This design comes from an exercise in tuning for small area on the open sky130 flow, not from production work.
Function was checked by simulation only, so behaviour that the tests miss may differ from the original.
Power figures rest on the tool's default switching activity, not on a simulated workload. The clock port is modelled as an ideal driver; clocking choices that lean on that would not hold on a real chip.

== try-cedar ==
==> flow/design.v <==
module dmem_block_mem (
  input  logic        clock,
  input  logic        reset,
  input  logic        read,
  input  logic        write,
  input  logic [5:0]  address,
  input  logic [31:0] writedata,
  output logic [31:0] readdata,
  output logic        busywait
);
  localparam int NTAP = 11;    
  logic [31:0] r_ring [64];
  logic [5:0]  r_phase;
  logic [2:0]  r_cnt;          
  logic        r_clr;          
  logic [31:0] r_hold;
  logic [31:0] r_readdata;
  logic        w_req, w_active, w_commit_rd, w_clr;
  logic [5:0]  w_pos;
  logic [NTAP-1:0] w_hit, w_rsel, w_wsel, w_keep;
  logic        w_anyhit;
  logic [31:0] w_tap, w_hold_next;
  assign w_req    = read | write;
  assign w_active = ((r_cnt == 3'd0) ? w_req : (r_cnt <= 3'd5)) & ~reset;
  assign busywait = w_active;
  assign readdata = r_readdata;
  assign w_pos    = address + r_phase;
  assign w_clr    = reset | r_clr;
  assign w_commit_rd = (r_cnt == 3'd5) & ~write;
  always_comb begin
    w_tap = 32'd0;
    for (int k = 0; k < NTAP; k++) begin
      w_hit[k]  = w_active & (w_pos == 6'(6 * k));
      w_rsel[k] = w_hit[k] & ~w_clr;
      w_wsel[k] = w_hit[k] & write;
      w_keep[k] = ~w_wsel[k] & ~w_clr;
      w_tap = w_tap | (r_ring[6 * k] & {32{w_rsel[k]}});
    end
  end
  assign w_anyhit    = |w_hit;
  assign w_hold_next = w_anyhit ? w_tap : r_hold;
  always_ff @(posedge clock) begin
    if (reset) begin
      r_cnt   <= 3'd0;
      r_phase <= 6'd0;
      r_clr   <= 1'b1;
    end else begin
      r_phase <= r_phase + 6'd1;
      if (r_phase == 6'd4) r_clr <= 1'b0;
      if (r_cnt == 3'd0) begin
        if (w_req) r_cnt <= 3'd1;
      end else if (r_cnt == 3'd6) begin
        r_cnt <= 3'd0;
      end else begin
        r_cnt <= r_cnt + 3'd1;
      end
    end
  end
  always_ff @(posedge clock) begin
    r_hold <= w_hold_next;
    if (reset)            r_readdata <= 32'd0;
    else if (w_commit_rd) r_readdata <= w_hold_next;
  end
  always_ff @(posedge clock) begin
    for (int p = 0; p < 64; p++) begin
      if (p % 6 == 0 && p < 6 * NTAP)
        r_ring[p + 1] <= (writedata & {32{w_wsel[p / 6]}}) | (r_ring[p] & {32{w_keep[p / 6]}});
      else
        r_ring[(p + 1) % 64] <= r_ring[p];
    end
  end
endmodule
clock: 10.0 ns
lec_check: 0
cap_margin: 5
core_margin: 2
core_utilization: 70
slew_margin: 5
standard.sh (not shown) runs the stock make flow with config.mk's settings and CLKGATE_MAP_FILE= SYNTH_SCRIPT=/design/flow/synth_recipe.tcl, a recipe that flattens the netlist after the stock synthesis.
==> flow/flow/run.sh <==
#!/bin/bash
# The standard layout (standard.sh), with three changes:
#  - synthesis runs flow/synth.tcl: synth_recipe.tcl with an area-oriented ABC script;
#  - the port buffers are buf_1 cells (buffer_ports -buffer_cell), which repair may upsize;
#  - clock tree synthesis clusters up to 34 sinks per leaf buffer and inserts no dummy loads.
# make's output goes to flow.log; each ORFS step logs to orfs/logs/.
set -euo pipefail
here=$(pwd)
bash standard.sh \
  SYNTH_SCRIPT="$here/flow/synth.tcl" \
  "BUFFER_PORTS_ARGS=-buffer_cell sky130_fd_sc_hd__buf_1" \
  "CTS_ARGS=-sink_clustering_enable -repair_clock_nets -sink_clustering_size 34 -sink_clustering_max_diameter 70 -dont_use_dummy_load" \
  finish > "$here/flow.log" 2>&1
==> flow/flow/area.abc <==
strash
&get -n
&fraig -x
&put
scorr
dc2
strash
&get -n
&dch -f
&nf -R 1000
&put
==> flow/flow/synth.tcl <==
# The standard synthesis (synth_recipe.tcl), with one change: the combinational logic is
# mapped with an area-oriented ABC script (area.abc beside this file) instead of ORFS's speed
# script. Registers are mapped before ABC runs, so they are the same as the standard synthesis's.
set my_flow_dir [file dirname [file normalize [info script]]]
proc synth {args} { yosys synth -nofsm -noshare {*}$args }
proc abc {args} {
  global my_flow_dir
  set i [lsearch $args -script]
  if {$i >= 0} { set args [lreplace $args $i [expr {$i + 1}] -script $my_flow_dir/area.abc] }
  set i [lsearch $args -D]
  if {$i >= 0} { set args [lreplace $args $i [expr {$i + 1}]] }
  yosys abc {*}$args
}
source $::env(SCRIPTS_DIR)/synth.tcl
# left out here: clear keep_hierarchy, flatten, clean up, hide names made inside functions, write 1_2_yosys.v
Both conditions hold for try-cedar: the flow ran to the end and the final layout passed the timing, DRC and antenna checks.
For try-fjord, these inputs were changed with respect to try-cedar:
Settings: swapping 5 for 20 in SLEW_MARGIN; swapping 5 for 20 in CAP_MARGIN.
diff --git a/flow/flow/run.sh b/flow/flow/run.sh
--- a/flow/flow/run.sh
+++ b/flow/flow/run.sh
@@ -5 +5 @@
-#  - clock tree synthesis clusters up to 34 sinks per leaf buffer and inserts no dummy loads.
+#  - clock tree synthesis clusters up to 22 sinks per leaf buffer and inserts no dummy loads.
@@ -12 +12 @@
-  "CTS_ARGS=-sink_clustering_enable -repair_clock_nets -sink_clustering_size 34 -sink_clustering_max_diameter 70 -dont_use_dummy_load" \
+  "CTS_ARGS=-sink_clustering_enable -repair_clock_nets -sink_clustering_size 22 -sink_clustering_max_diameter 50 -dont_use_dummy_load" \
==> comparison <==
In summary, try-fjord completed successfully, with a layout that passed the timing, DRC and antenna checks. [try-fjord] number of clock buffers inserted by TritonCTS rose 59 relative to try-cedar. try-cedar -> try-fjord: non-clock inverter total of the final layout delta 0, exact match. Wire: try-fjord routes more than try-cedar.
Relative to try-fjord, the following input files were edited for try-delta:
Settings: putting GPL_TIMING_DRIVEN at 0 where nothing was set.
diff --git a/flow/flow/run.sh b/flow/flow/run.sh
--- a/flow/flow/run.sh
+++ b/flow/flow/run.sh
@@ -5 +5 @@
-#  - clock tree synthesis clusters up to 22 sinks per leaf buffer and inserts no dummy loads.
+#  - clock tree synthesis clusters up to 34 sinks per leaf buffer and inserts no dummy loads.
@@ -12 +12 @@
-  "CTS_ARGS=-sink_clustering_enable -repair_clock_nets -sink_clustering_size 22 -sink_clustering_max_diameter 50 -dont_use_dummy_load" \
+  "CTS_ARGS=-sink_clustering_enable -repair_clock_nets -sink_clustering_size 34 -sink_clustering_max_diameter 70 -dont_use_dummy_load" \
### Flow results
- Number of antenna violations at the first check in global routing (try-delta over try-fjord): decrease, 1
- Higher standard cell area after detailed placement was reported by try-delta, not try-fjord.
- The run showing the smaller worst setup slack is try-delta.
- Status: layout overhead on the synthesized area parity (try-delta, try-fjord)
- The lower global-route total usage across every layer came out of try-delta.
Here is what was changed in the inputs of try-indigo compared with try-delta.
Settings: GPL_TIMING_DRIVEN: 0 -> unset; CORE_UTILIZATION: 70 -> 75.
[summary]
[compare] base=try-delta new=try-indigo: final instance count without filler cells fell by 102; power per unit of standard cell area rose by about 2.7%; power of the combinational group fell by about 16%; wire length fell by 1.3%.
Headroom to the max-slew limit: lower on try-indigo
As far as total power after layout is concerned, try-delta and try-indigo perform about the same.
The lower number of design-rule violations left by the first detailed-router iteration of try-delta and try-indigo is in try-indigo.
try-delta -> try-indigo: number of synthesized flops with an enable pin delta 0, exact match
Sort try-delta and try-indigo by met1 usage in global routing asc -> top: try-indigo
Row slack of the critical path: try-indigo higher / try-delta lower
Period utilization: try-indigo < try-delta
Here is what was changed in the inputs of try-pepper compared with try-indigo.
Settings: swapping 20 for 10 in CAP_MARGIN; swapping 20 for 10 in SLEW_MARGIN; swapping 75 for 70 in CORE_UTILIZATION; putting GPL_TIMING_DRIVEN at 0 where nothing was set.
- Diff try-pepper..try-indigo | max-capacitance violation count | unchanged
- On final-layout setup total negative slack, try-indigo tracks try-pepper almost exactly.
- Looking at final area, try-pepper sits 1200 um2 above try-indigo.
- Peak fanout along the critical path delta for try-pepper relative to try-indigo: 18 lower
- try-pepper — minimum hold slack 5.4 ps higher, try-indigo as reference
The following lists how try-ember was set up differently from try-pepper:
Settings: a deleted GPL_TIMING_DRIVEN that had been 0; a change of CAP_MARGIN from 10 to 20; a change of SLEW_MARGIN from 10 to 20.
--- outcome ---
Against try-pepper, try-ember comes in 3 higher on critical path depth. try-ember reports its highest-delay cell along the critical path as sky130_fd_sc_hd__nor2_4 while try-pepper reports sky130_fd_sc_hd__or2_2. Wire length after detailed routing in try-ember vs try-pepper: down 1.0%. Taking try-pepper as the reference point, the sequential share of layout area of try-ember rises by 1.8 points.

* * *

Setup of lane 1:
Starts from the design.v that is shown in full above.
Settings: LEC_CHECK=0, CAP_MARGIN=20, CORE_MARGIN=2, CORE_UTILIZATION=70, SLEW_MARGIN=20; clock period 10.0 ns.
==> flow/flow/run.sh <==
#!/bin/bash
# The standard layout (standard.sh), with three changes:
#  - synthesis runs flow/synth.tcl: synth_recipe.tcl with an area-oriented ABC script;
#  - the port buffers are buf_1 cells (buffer_ports -buffer_cell), which repair may upsize;
#  - clock tree synthesis clusters up to 30 sinks per leaf buffer and inserts no dummy loads.
# make's output goes to flow.log; each ORFS step logs to orfs/logs/.
set -euo pipefail
here=$(pwd)
bash standard.sh \
  SYNTH_SCRIPT="$here/flow/synth.tcl" \
  "BUFFER_PORTS_ARGS=-buffer_cell sky130_fd_sc_hd__buf_1" \
  "CTS_ARGS=-sink_clustering_enable -repair_clock_nets -sink_clustering_size 30 -sink_clustering_max_diameter 60 -dont_use_dummy_load" \
  finish > "$here/flow.log" 2>&1
Scripts as last shown in full above: flow/flow/area.abc, flow/flow/synth.tcl
Lane 1 was carried through to the last stage, and its layout satisfied the timing, DRC and antenna checks.
### lane 1 -> lane 2
==> flow/flow/run.sh <==
#!/bin/bash
# The standard layout (standard.sh), with three changes:
#  - synthesis runs flow/synth.tcl: synth_recipe.tcl with an area-oriented ABC script;
#  - the port buffers are buf_1 cells (buffer_ports -buffer_cell), which repair may upsize;
#  - clock tree synthesis uses clkbuf_8 buffers, clusters up to 20 sinks per leaf buffer and inserts no dummy loads.
# make's output goes to flow.log; each ORFS step logs to orfs/logs/.
set -euo pipefail
here=$(pwd)
bash standard.sh \
  SYNTH_SCRIPT="$here/flow/synth.tcl" \
  "BUFFER_PORTS_ARGS=-buffer_cell sky130_fd_sc_hd__buf_1" \
  "CTS_ARGS=-sink_clustering_enable -repair_clock_nets -buf_list sky130_fd_sc_hd__clkbuf_8 -sink_clustering_size 20 -sink_clustering_max_diameter 40 -dont_use_dummy_load" \
  finish > "$here/flow.log" 2>&1
==> run notes <==
Comparing lane 1 and lane 2, the lower timing-limited maximum frequency was measured on lane 1.
Setup WNS lane 1 -> lane 2: better
Changes observed in lane 2 relative to lane 1: hold-fix buffer count after cts barely changed; via count climbed 182; overall track demand over capacity in global routing dropped 0.16 points; actual transition at the worst max-transition pin dropped 0.014 ns; portion of the clock cycle consumed by the worst path in the final layout dropped 2.1 points.
On lane 2: number of clock-tree buffers in the layout is about 70% higher than what lane 1 gave.

afterwards: timing with drivers on the ports:
The flow's constraints put no driver on any port. The routed layouts listed below were extracted and timed again, unchanged, in two steps.
Step 1 assumes that a clkbuf_16 drives the clock port and a buf_2 every other input.
Step 2 moves the port delays by t, midway between the first and last clock arrival at a register: inputs arrive t later, outputs are due t later. That takes back most of the time a late clock gives input paths.
a / b / c = ideal / step 1 / step 2; a / b = the first two.
run	shift t [ns]	setup slack, ns	worst setup path after step 2
try-cedar	0.689	4.875 / 4.921 / 4.232	input to register
try-fjord	0.773	4.892 / 4.936 / 4.163	input to register
try-delta	0.705	4.639 / 4.617 / 4.003	input to register
try-indigo	0.702	4.686 / 4.662 / 4.131	input to register
try-pepper	0.700	4.552 / 4.592 / 3.892	input to register
try-ember	0.689	4.875 / 4.921 / 4.232	input to register
lane 1	0.693	4.829 / 4.874 / 4.181	input to register
lane 2	0.838	5.043 / 5.067 / 4.247	input to register
After both steps every run listed still meets setup and hold. The setup slack of lane 2, which loses most, moves by +0.024 ns with the drivers and by -0.796 ns with both steps.
